Context: an optimization exercise on an open-source flow, tuned for small area, a short achievable clock period and few clock cycles per item. The choices shown serve that exercise and are no tape-out recipe.
Only simulation tests tie the RTL to the original design; equivalence was not proved.

### design/flow/design.v
package vasl_pkg;
    localparam logic [15:0] ACCEL_RESET = 16'd768;
    localparam logic [14:0] SPEED_RESET = 15'd1024;
    localparam logic [15:0] STEP_RESET  = 16'd6554;
    localparam logic [15:0] LIM_RESET   = 16'd77;
endpackage
import vasl_pkg::*;
module vector_accel_speed_limiter_top
(
    input  logic               clk,
    input  logic               rst_n,
    input  logic               cfg_we,
    input  logic [1:0]         cfg_index,
    input  logic [15:0]        cfg_data,
    input  logic               in_valid,
    output logic               in_ready,
    input  logic [2:0]         op,
    input  logic signed [15:0] target_vx,
    input  logic signed [15:0] target_vy,
    output logic               out_valid,
    input  logic               out_ready,
    output logic signed [15:0] vel_x_out,
    output logic signed [15:0] vel_y_out,
    output logic signed [31:0] pos_x_out,
    output logic signed [31:0] pos_y_out,
    output logic signed [15:0] acc_x_out,
    output logic signed [15:0] acc_y_out
);
    localparam int SQK = 2;                     
    localparam int NRT = (17 + SQK - 1) / SQK;  
    localparam int SW  = 2 * SQK * NRT;         
    localparam int DVK = 2;                     
    localparam int NDV = 16 / DVK;              
    localparam logic [3:0] RT_LAST = NRT - 1;
    localparam logic [3:0] RT_END  = NRT;
    localparam logic [3:0] DV_LAST = NDV - 1;
    localparam logic [3:0] DV_END  = NDV;
    localparam logic [3:0] F_IDLE  = 4'd0;
    localparam logic [3:0] F_SQ1   = 4'd1;
    localparam logic [3:0] F_SQ2   = 4'd2;
    localparam logic [3:0] F_RT    = 4'd3;
    localparam logic [3:0] F_DIV   = 4'd4;
    localparam logic [3:0] F_VUPD  = 4'd5;
    localparam logic [3:0] F_CHK   = 4'd6;
    localparam logic [3:0] F_SP1   = 4'd7;
    localparam logic [3:0] F_SP2   = 4'd8;
    localparam logic [3:0] F_SVUPD = 4'd9;
    localparam logic [3:0] F_REACC = 4'd10;
    localparam logic [2:0] P_IDLE = 3'd0;
    localparam logic [2:0] P_MX   = 3'd1;
    localparam logic [2:0] P_UX   = 3'd2;
    localparam logic [2:0] P_MY   = 3'd3;
    localparam logic [2:0] P_UY   = 3'd4;
    logic [15:0] accel_r, step_r, lim_r;
    logic [14:0] speed_r;
    logic        lim_dirty;
    logic signed [15:0] vx_r, vy_r, ax_r, ay_r;
    logic signed [31:0] px_r, py_r;
    logic [3:0] fst;
    logic [3:0] cnt;
    logic       spd_mode, sel_a, pend, ldx, ldy;
    logic       res_pending, acc_done, pos_done, out_valid_r;
    logic       acc_busy;
    logic [3:0] acc_cnt;
    logic       acc_sat_x, acc_sat_y, acc_zero, acc_sx, acc_sy;
    logic [2:0] pst;
    logic       pos_start;
    logic [15:0]   a_r, b_r;              
    logic          sx_r, sy_r;
    logic [SW-1:0] s_r;
    logic [17:0]   rt_rem;
    logic [16:0]   rt_root;
    logic [16:0]   xr_r, yr_r;            
    logic [15:0]   xn_r, yn_r;            
    logic [22:0]   t_r;
    logic          t_neg;
    logic [15:0]        m_a, m_b;
    logic signed [33:0] m_add;
    logic signed [33:0] macc;
    logic               fg_mul, pos_mul, ld_x, ld_y;
    logic [15:0]        abs_vx, abs_vy;
    assign abs_vx = vx_r[15] ? -vx_r : vx_r;
    assign abs_vy = vy_r[15] ? -vy_r : vy_r;
    assign ld_x = (fst == F_RT) && !ldx && !acc_busy;
    assign ld_y = (fst == F_RT) && ldx && !ldy;
    always_comb
    begin
        fg_mul = 1'b0;
        m_a    = '0;
        m_b    = '0;
        m_add  = '0;
        unique case (fst)
            F_IDLE:
            begin
                if (lim_dirty)
                begin
                    fg_mul = 1'b1;
                    m_a    = accel_r;
                    m_b    = step_r;
                    m_add  = 34'sd32768;
                end
            end
            F_SQ1: begin fg_mul = 1'b1; m_a = a_r; m_b = a_r; end
            F_SQ2: begin fg_mul = 1'b1; m_a = b_r; m_b = b_r; m_add = s_r[33:0]; end
            F_SP1: begin fg_mul = 1'b1; m_a = abs_vx; m_b = abs_vx; end
            F_SP2: begin fg_mul = 1'b1; m_a = abs_vy; m_b = abs_vy; m_add = s_r[33:0]; end
            F_RT:
            begin
                if (ld_x)
                begin
                    fg_mul = 1'b1;
                    m_a    = spd_mode ? abs_vx : a_r;
                    m_b    = spd_mode ? {1'b0, speed_r} : lim_r;
                end
                else if (ld_y)
                begin
                    fg_mul = 1'b1;
                    m_a    = spd_mode ? abs_vy : b_r;
                    m_b    = spd_mode ? {1'b0, speed_r} : lim_r;
                end
            end
            default: ;
        endcase
        pos_mul = 1'b0;
        if (!fg_mul && (pst == P_MX || pst == P_UX || pst == P_MY))
        begin
            pos_mul = 1'b1;
            m_b     = step_r;
            if (pst == P_MX)
            begin
                m_a   = abs_vx;
                m_add = vx_r[15] ? 34'sd127 : 34'sd128;
            end
            else
            begin
                m_a   = abs_vy;
                m_add = vy_r[15] ? 34'sd127 : 34'sd128;
            end
        end
    end
    logic [31:0]        m_prod;
    logic signed [33:0] m_prod_s;
    assign m_prod   = m_a * m_b;
    assign m_prod_s = {2'b00, m_prod};
    assign macc     = m_prod_s + m_add;
    logic [17:0]   rt_rem_n;
    logic [16:0]   rt_root_n;
    logic [SW-1:0] rt_x_n;
    logic          rt_step;
    assign rt_step = (fst == F_RT) && (cnt != RT_END);
    always_comb
    begin
        logic [19:0] sh;
        logic [19:0] tr;
        rt_rem_n  = rt_rem;
        rt_root_n = rt_root;
        rt_x_n    = s_r;
        for (int i = 0; i < SQK; i++)
        begin
            sh = {rt_rem_n, rt_x_n[SW-1:SW-2]};
            tr = {1'b0, rt_root_n, 2'b01};
            if (sh >= tr)
            begin
                rt_rem_n  = sh - tr;
                rt_root_n = {rt_root_n[15:0], 1'b1};
            end
            else
            begin
                rt_rem_n  = sh[17:0];
                rt_root_n = {rt_root_n[15:0], 1'b0};
            end
            rt_x_n = {rt_x_n[SW-3:0], 2'b00};
        end
    end
    logic [16:0] rt_cmp;
    logic        rt_eng;
    assign rt_cmp = spd_mode ? {2'b00, speed_r} : {1'b0, lim_r};
    assign rt_eng = (rt_root > rt_cmp) || ((rt_root == rt_cmp) && (rt_rem != '0));
    logic [16:0] den;
    logic [16:0] xr_n, yr_n;
    logic [15:0] xn_n, yn_n;
    assign den = acc_busy ? {1'b0, step_r} : rt_root;
    always_comb
    begin
        logic [17:0] sh;
        xr_n = xr_r;
        xn_n = xn_r;
        yr_n = yr_r;
        yn_n = yn_r;
        for (int i = 0; i < DVK; i++)
        begin
            sh = {xr_n, xn_n[15]};
            if (sh >= {1'b0, den})
            begin
                xr_n = sh - {1'b0, den};
                xn_n = {xn_n[14:0], 1'b1};
            end
            else
            begin
                xr_n = sh[16:0];
                xn_n = {xn_n[14:0], 1'b0};
            end
            sh = {yr_n, yn_n[15]};
            if (sh >= {1'b0, den})
            begin
                yr_n = sh - {1'b0, den};
                yn_n = {yn_n[14:0], 1'b1};
            end
            else
            begin
                yr_n = sh[16:0];
                yn_n = {yn_n[14:0], 1'b0};
            end
        end
    end
    logic [16:0] bnd_x, bnd_y;
    logic        spd_free;
    assign bnd_x    = {1'b0, abs_vx} + {2'b00, abs_vy[15:1]} + {16'd0, abs_vy[0]};
    assign bnd_y    = {1'b0, abs_vy} + {2'b00, abs_vx[15:1]} + {16'd0, abs_vx[0]};
    assign spd_free = (bnd_x <= {2'b00, speed_r}) && (bnd_y <= {2'b00, speed_r});
    logic               idle_like, accept, load_d;
    logic               take;
    logic signed [16:0] gx, gy, dx, dy;
    logic [15:0]        mag_x, mag_y;
    assign idle_like = (fst == F_IDLE) || (fst == F_CHK);
    assign in_ready  = ((fst == F_IDLE) && !lim_dirty) || (fst == F_CHK);
    assign accept    = in_ready && in_valid;
    assign load_d    = accept || (fst == F_REACC);
    assign take  = (op == 3'd0) || (op == 3'd1);
    always_comb
    begin
        if (fst == F_REACC)
        begin
            gx = {a_r[15], a_r};
            gy = {b_r[15], b_r};
        end
        else
        begin
            gx = take ? {target_vx[15], target_vx} : 17'sd0;
            gy = take ? {target_vy[15], target_vy} : 17'sd0;
        end
    end
    assign dx    = gx - {vx_r[15], vx_r};
    assign dy    = gy - {vy_r[15], vy_r};
    assign mag_x = dx[16] ? -dx : dx;
    assign mag_y = dy[16] ? -dy : dy;
    logic [15:0] mx, my, vsum_x, vsum_y;
    assign mx     = (sel_a || fst == F_SP1) ? a_r : xn_r;
    assign my     = (sel_a || fst == F_SP1) ? b_r : yn_r;
    assign vsum_x = vx_r + (sx_r ? -mx : mx);
    assign vsum_y = vy_r + (sy_r ? -my : my);
    logic [15:0] ax_n, ay_n;
    always_comb
    begin
        if (acc_zero)
            ax_n = 16'h0000;
        else if (acc_sx)
            ax_n = (acc_sat_x || (xn_r > 16'd32768)) ? 16'h8000 : (-xn_r);
        else
            ax_n = (acc_sat_x || xn_r[15]) ? 16'h7FFF : xn_r;
        if (acc_zero)
            ay_n = 16'h0000;
        else if (acc_sy)
            ay_n = (acc_sat_y || (yn_r > 16'd32768)) ? 16'h8000 : (-yn_r);
        else
            ay_n = (acc_sat_y || yn_r[15]) ? 16'h7FFF : yn_r;
    end
    logic signed [31:0] pos_in, pos_n;
    logic signed [33:0] pos_tt, pos_pp, pos_st, pos_sum;
    assign pos_in = (pst == P_UX) ? px_r : py_r;
    always_comb
    begin
        pos_tt  = {11'd0, t_r};
        pos_pp  = {{2{pos_in[31]}}, pos_in};
        pos_st  = t_neg ? -pos_tt : pos_tt;
        pos_sum = pos_pp + pos_st;
        if (pos_sum > 34'sd2147483647)
            pos_n = 32'h7FFFFFFF;
        else if (pos_sum < -34'sd2147483648)
            pos_n = 32'h80000000;
        else
            pos_n = pos_sum[31:0];
    end
    always_ff @(posedge clk or negedge rst_n)
    begin
        if (!rst_n)
        begin
            accel_r     <= ACCEL_RESET;
            speed_r     <= SPEED_RESET;
            step_r      <= STEP_RESET;
            lim_r       <= LIM_RESET;
            lim_dirty   <= 1'b0;
            vx_r        <= '0;
            vy_r        <= '0;
            px_r        <= '0;
            py_r        <= '0;
            fst         <= F_IDLE;
            cnt         <= '0;
            spd_mode    <= 1'b0;
            sel_a       <= 1'b0;
            pend        <= 1'b0;
            ldx         <= 1'b0;
            ldy         <= 1'b0;
            res_pending <= 1'b0;
            acc_done    <= 1'b0;
            pos_done    <= 1'b0;
            out_valid_r <= 1'b0;
            acc_busy    <= 1'b0;
            acc_cnt     <= '0;
            pst         <= P_IDLE;
            pos_start   <= 1'b0;
        end
        else
        begin
            if (fst == F_IDLE && lim_dirty)
            begin
                lim_r     <= macc[31:16];
                lim_dirty <= 1'b0;
            end
            if (cfg_we)
            begin
                unique case (cfg_index)
                    2'd0: begin accel_r <= cfg_data;       lim_dirty <= 1'b1; end
                    2'd1: speed_r <= cfg_data[14:0];
                    2'd2: begin step_r  <= cfg_data;       lim_dirty <= 1'b1; end
                    default: ;
                endcase
            end
            pos_start <= 1'b0;
            unique case (fst)
                F_IDLE:
                begin
                    if (accept)
                        fst <= F_SQ1;
                end
                F_CHK:
                begin
                    if (spd_free)
                    begin
                        pos_start <= 1'b1;
                        fst       <= accept ? F_SQ1 : F_IDLE;
                    end
                    else
                    begin
                        pend <= accept;
                        fst  <= F_SP1;
                    end
                end
                F_SQ1: fst <= F_SQ2;
                F_SQ2, F_SP2:
                begin
                    fst      <= F_RT;
                    cnt      <= '0;
                    ldx      <= 1'b0;
                    ldy      <= 1'b0;
                    spd_mode <= (fst == F_SP2);
                end
                F_RT:
                begin
                    if (ld_x) ldx <= 1'b1;
                    if (ld_y) ldy <= 1'b1;
                    if (cnt != RT_END)
                        cnt <= cnt + 4'd1;
                    if ((cnt == RT_LAST || cnt == RT_END) && (ldy || ld_y))
                    begin
                        fst <= F_DIV;
                        cnt <= '0;
                    end
                end
                F_DIV:
                begin
                    if (cnt == 4'd0 && !rt_eng)
                    begin
                        if (spd_mode)
                        begin
                            pos_start <= 1'b1;
                            spd_mode  <= 1'b0;
                            fst       <= pend ? F_REACC : F_IDLE;
                        end
                        else
                        begin
                            sel_a <= 1'b1;
                            fst   <= F_VUPD;
                        end
                    end
                    else if (cnt == DV_LAST)
                        fst <= spd_mode ? F_SVUPD : F_VUPD;
                    else
                        cnt <= cnt + 4'd1;
                end
                F_VUPD:
                begin
                    if (!res_pending)
                    begin
                        vx_r        <= vsum_x;
                        vy_r        <= vsum_y;
                        sel_a       <= 1'b0;
                        res_pending <= 1'b1;
                        acc_busy    <= 1'b1;
                        acc_cnt     <= '0;
                        fst         <= F_CHK;
                    end
                end
                F_SP1: fst <= F_SP2;
                F_SVUPD:
                begin
                    vx_r      <= vx_r[15] ? -xn_r : xn_r;
                    vy_r      <= vy_r[15] ? -yn_r : yn_r;
                    spd_mode  <= 1'b0;
                    pos_start <= 1'b1;
                    fst       <= pend ? F_REACC : F_IDLE;
                end
                F_REACC:
                begin
                    pend <= 1'b0;
                    fst  <= F_SQ1;
                end
                default: fst <= F_IDLE;
            endcase
            if (acc_busy)
            begin
                if (acc_cnt == DV_END)
                begin
                    acc_busy <= 1'b0;
                    acc_done <= 1'b1;
                end
                else
                    acc_cnt <= acc_cnt + 4'd1;
            end
            unique case (pst)
                P_IDLE: if (pos_start) pst <= P_MX;
                P_MX:   if (pos_mul) pst <= P_UX;
                P_UX:
                begin
                    px_r <= pos_n;
                    pst  <= pos_mul ? P_UY : P_MY;
                end
                P_MY:   if (pos_mul) pst <= P_UY;
                P_UY:
                begin
                    py_r     <= pos_n;
                    pos_done <= 1'b1;
                    pst      <= P_IDLE;
                end
                default: pst <= P_IDLE;
            endcase
            if (out_valid_r && out_ready)
            begin
                out_valid_r <= 1'b0;
                res_pending <= 1'b0;
            end
            else if (!out_valid_r && res_pending && acc_done && pos_done)
            begin
                out_valid_r <= 1'b1;
                acc_done    <= 1'b0;
                pos_done    <= 1'b0;
            end
        end
    end
    always_ff @(posedge clk)
    begin
        if (load_d)
        begin
            a_r  <= mag_x;
            b_r  <= mag_y;
            sx_r <= dx[16];
            sy_r <= dy[16];
        end
        else if (fst == F_SP1 && pend)
        begin
            a_r <= vsum_x;
            b_r <= vsum_y;
        end
        if (fst == F_SQ1 || fst == F_SQ2 || fst == F_SP1 || fst == F_SP2)
            s_r <= {{(SW - 34){1'b0}}, macc};
        else if (rt_step)
            s_r <= rt_x_n;
        if (fst == F_SQ2 || fst == F_SP2)
        begin
            rt_rem  <= '0;
            rt_root <= '0;
        end
        else if (rt_step)
        begin
            rt_rem  <= rt_rem_n;
            rt_root <= rt_root_n;
        end
        if (ld_x)
        begin
            xr_r <= {1'b0, macc[31:16]};
            xn_r <= macc[15:0];
        end
        else if (fst == F_VUPD && !res_pending)
        begin
            xr_r      <= {1'b0, mx};
            xn_r      <= '0;
            acc_sat_x <= mx >= step_r;
            acc_zero  <= step_r == 16'd0;
            acc_sx    <= sx_r;
        end
        else if (fst == F_DIV || (acc_busy && acc_cnt != DV_END))
        begin
            xr_r <= xr_n;
            xn_r <= xn_n;
        end
        if (ld_y)
        begin
            yr_r <= {1'b0, macc[31:16]};
            yn_r <= macc[15:0];
        end
        else if (fst == F_VUPD && !res_pending)
        begin
            yr_r      <= {1'b0, my};
            yn_r      <= '0;
            acc_sat_y <= my >= step_r;
            acc_sy    <= sy_r;
        end
        else if (fst == F_DIV || (acc_busy && acc_cnt != DV_END))
        begin
            yr_r <= yr_n;
            yn_r <= yn_n;
        end
        if (acc_busy && acc_cnt == DV_END)
        begin
            ax_r <= ax_n;
            ay_r <= ay_n;
        end
        if (pos_mul)
        begin
            t_r   <= macc[30:8];
            t_neg <= (pst == P_MX) ? vx_r[15] : vy_r[15];
        end
    end
    assign out_valid = out_valid_r;
    assign vel_x_out = vx_r;
    assign vel_y_out = vy_r;
    assign pos_x_out = px_r;
    assign pos_y_out = py_r;
    assign acc_x_out = ax_r;
    assign acc_y_out = ay_r;
endmodule
### design/flow/run.sh
#!/bin/bash
# synth_recipe.tcl (not shown) runs the flow's synth.tcl, then flattens the netlist and writes it again
# the make line also repeats each setting of config.mk as NAME=value (left out here)
make -C /OpenROAD-flow-scripts/flow DESIGN_CONFIG=/design/flow/config.mk WORK_HOME=/design/flow/orfs CLKGATE_MAP_FILE= SYNTH_SCRIPT=/design/flow/synth_recipe.tcl finish
### design/flow/config.mk
export PLATFORM = sky130hd
export DESIGN_NAME = vector_accel_speed_limiter_top
export DESIGN_NICKNAME = vector_accel_speed_limiter_top
export VERILOG_FILES = /design/flow/design.v
export SDC_FILE = /design/flow/constraint.sdc
export NUM_CORES = 4
export LEC_CHECK = 0
export CAP_MARGIN = 20
export CORE_MARGIN = 2
export CORE_UTILIZATION = 40
export SLEW_MARGIN = 20
### design/flow/constraint.sdc
create_clock -name core_clock -period 12.0 [get_ports {clk}]
set_input_delay 2.4000 -clock core_clock [delete_from_list [all_inputs] [get_ports {clk}]]
set_output_delay 2.4000 -clock core_clock [all_outputs]
set_load 0.01 [all_outputs]
==> flow_summary.ini <==
[run_status]
status = timing/DRC/antenna clean

[placed_design]
routabilityCongestion = 1.01
portBuffers = 186
place_ws_ns = 0.0507
dpl.hpwl_um = 137000

[detailed_routing]
first_pass_iters = 8
routed_wl_um = 172000
drc = 0
drt_iter0_markers = 4683
via_per_inst = 5.87
vias = 43300
ant_nets = 0
avgRoutedWirePerCell_um = 23.3

[timing]
maxSlewHeadroom = 0.222
fin_crit_sh = 0.953
hold_viol = 0
clock_skew_ns = 0.0281
fin_ws_ns = 0.569
period_needed_ns = 11.43
worst_pin_slew_ns = 1.16
drv_slew = 0
fin_tns_setup_ns = 0
setup_violations = 0
whs_ns = 0.462
fmax_ghz = 0.0875
rsz0062_at_grt = false

[synthesis]
netlist_area_um2 = 46500
netlist_instances = 5651
postSynthAreaPerCell_um2 = 8.24
synth-seq-cells = 418
synth_cell_types = 82
synth_edf_count = 193
yosys_warnings = 1
ys.flop_type = edfxtp_1
synth_fp_nets = 6374
seq_area_frac_synth = 0.242
async_flop_share = 0.445

[critical_path]
cp_slowest_cell = or4_1
crit_arrival_ns = 11.78
cp-end-kind = register
start_kind = register
critPathKind = reg2reg
slowest_delay_ns = 0.67
cp_data_required_time_ns = 12.35
cp-startpoint = vy_r[6]
r2r_start = vy_r[6]
worstPathMaxFanout = 6

[grt]
antenna_found_initial = 2
grt_overflow = 0
grt_pass1_vias = 41400
grt_max_degree = 85
grtUsageTotal = 0.282
grt_first_pass_wirelength_um = 258000

[clock_network]
cts.sinks = 418
cts_root_buf = clkbuf_16
clk_latency_ns = 0.65
path_clk_slew_ns = 0.06
cts_hold_buf = 0
cts_buffer_depth = 3
h-tree-depth = 2
numCtsBuffers = 51
tritoncts = yes

[finish]
finish.net_count = 6541
multi_input_area_um2 = 32700
regArea_um2 = 11200
drive_above_1_share = 0.0679
area_delta_synth_final_pct = 12.8
final_cell_mix = nand2_1, nor2_1, inv_1
layout_commonest_cell = nand2_1
fillers = 11500

[floorplan]
start_util = 0.402
die_y_um = 345
coreArea_um2 = 116000
num_rows = 125
fp.dieW_um = 345
io-pin-count = 188
dieArea_um2 = 119000

[min_path]
hp-class = reg2reg
holdCritStartpoint = lim_r[3]

[job]
maxCapViolations = 0
registers in the layout, summed over array words and instances, names as in the netlist, 3 cells and up, named ones only:
signal	count
lim_r	16
vy_r	16
yn_r	16
a_r	16
acc_cnt	3
yr_r	17
xn_r	16
accel_r	16
cnt	4
step_r	16
xr_r	17
speed_r	15
b_r	16
pst	3
rt_root	17
s_r	36
t_r	23
py_r	32
ay_r	16
px_r	32
ax_r	16
fst	4
rt_rem	18
vx_r	16
cells in the mapped netlist (14+ instances only):
| cell type | n | area [um^2] |
|---|---|---|
| nand2_1 | 799 | 3000 |
| nor2_1 | 514 | 1930 |
| inv_1 | 499 | 1870 |
| ha_1 | 457 | 5720 |
| a21oi_1 | 358 | 1790 |
| o21ai_0 | 273 | 1370 |
| xnor2_1 | 266 | 2330 |
| fa_1 | 208 | 4160 |
| clkbuf_1 | 201 | 754 |
| edfxtp_1 | 193 | 5800 |
| dfrtp_1 | 172 | 4300 |
| a21o_1 | 128 | 961 |
| nand3_1 | 111 | 556 |
| mux2i_1 | 109 | 1090 |
| xor2_1 | 100 | 876 |
| nor3_1 | 82 | 410 |
| mux2_2 | 79 | 890 |
| a211oi_1 | 75 | 563 |
| o21ai_1 | 71 | 355 |
| o21a_1 | 65 | 488 |
| or3_1 | 57 | 357 |
| nor2b_1 | 55 | 344 |
| nand2b_1 | 50 | 313 |
| and2_1 | 47 | 294 |
| a31oi_1 | 45 | 282 |
| o31ai_1 | 43 | 323 |
| dfxtp_1 | 39 | 781 |
| o21bai_1 | 39 | 293 |
| nand4_1 | 36 | 225 |
| nor3b_1 | 34 | 255 |
| a22o_1 | 33 | 289 |
| and3_1 | 32 | 200 |
| a221o_1 | 27 | 270 |
| o221ai_1 | 26 | 228 |
| o211ai_1 | 23 | 173 |
| a221oi_1 | 22 | 193 |
| a22oi_1 | 22 | 165 |
| buf_1 | 17 | 63.8 |
| nor4_1 | 16 | 100 |
| o2111ai_1 | 16 | 140 |
| a211o_1 | 14 | 123 |
| dfstp_2 | 14 | 368 |
| o41ai_1 | 14 | 123 |
cell type report:
type	instances	share of cell area
clock inverter	26	0.00531
sequential	418	0.214
tap	1524	0.0363
multi-input combinational	4500	0.623
timing repair buffer	345	0.0585
antenna	1	0.0000477
clock buffer	70	0.0270
inverter	502	0.0360
layer usage:
metal  vias up  share of wire  track usage  routed length, um
met5         -       0.000076            0                 13
met3       386          0.089       0.0513              15300
li1      20100              -            -                  -
met1     20900           0.42        0.377              72200
met2      1926           0.44        0.440              75400
met4         2          0.053        0.132               9180
stage by stage:
step                instances   util  cell area (um^2)
finish                   7386  0.454             52500
global route             7385  0.454             52500
CTS                      7382  0.453             52400
detailed placement       7286  0.438             50700
global placement         7285  0.438             50700
floorplan                5651      -             46500
critical path: cells and delay by family, from the launching register on:
family,cells,cell delay [ns]
and+or+nand+nor,6,2.02
adders and majority gates,8,3.77
AOI/OAI and AO/OA,14,3.38
buffers and inverters,7,0.90
xor gates and xnor gates,2,0.48
muxes,1,0.22
DFF,1,0.37
cells by family after synthesis:
| logic type | after synthesis | synth area share |
|---|---|---|
| xor+xnor | 367 | 0.0695 |
| fa+ha+maj | 665 | 0.212 |
| compound gates | 1391 | 0.193 |
| simple gates | 1889 | 0.181 |
| buf+inv | 733 | 0.0596 |
| mux | 188 | 0.0426 |
| flops | 418 | 0.242 |
path summary, 6_finish.rpt:
check	endpoint	slack, ns	cells past startpoint
setup / recovery	xr_r[14]	0.57	38
hold / removal	lim_r[3]	0.46	2
setup reg to reg	xr_r[14]	0.57	38
hold reg to reg	lim_r[3]	0.46	2
max in group asynchronous	accel_r[7]	8.82	2
min in group asynchronous	py_r[15]	1.81	1
what timing repair did:
item / in CTS / in global routing
endpoints found under the setup margin: 1 / 37
gates resized for setup: 1 / 10
setup buffers: 0 / 3
pin swaps: 0 / 1
Testbench counts, summed over its fixed seeds: cycles 99,694, items 4,800.

port drivers added, routing unchanged:
No port has a modelled driver above. Below, the same layout with a new extraction and two added sets of constraints.
Step 1 (the two cells are an assumption about what drives the block):
set clk [get_ports {clk}]
set_driving_cell -lib_cell sky130_fd_sc_hd__clkbuf_16 $clk
set_driving_cell -lib_cell sky130_fd_sc_hd__buf_2 [delete_from_list [all_inputs] $clk]
Step 2 times the ports against the registers' clock, not the clock port: input delays grow and output delays shrink by t, the midpoint of the rising clock arrivals with the driver on.
a / b / c = ideal / step 1 / step 2; a / b = the first two.
t (ns): 0.712
setup WS [ns]: 0.569 / 0.570 / 0.570
clock arrival spread, ns: 0.038 / 0.037
After both steps setup and hold are still met in this run. The setup slack of this run moves by +0.001 ns with the drivers and by +0.001 ns with both steps.
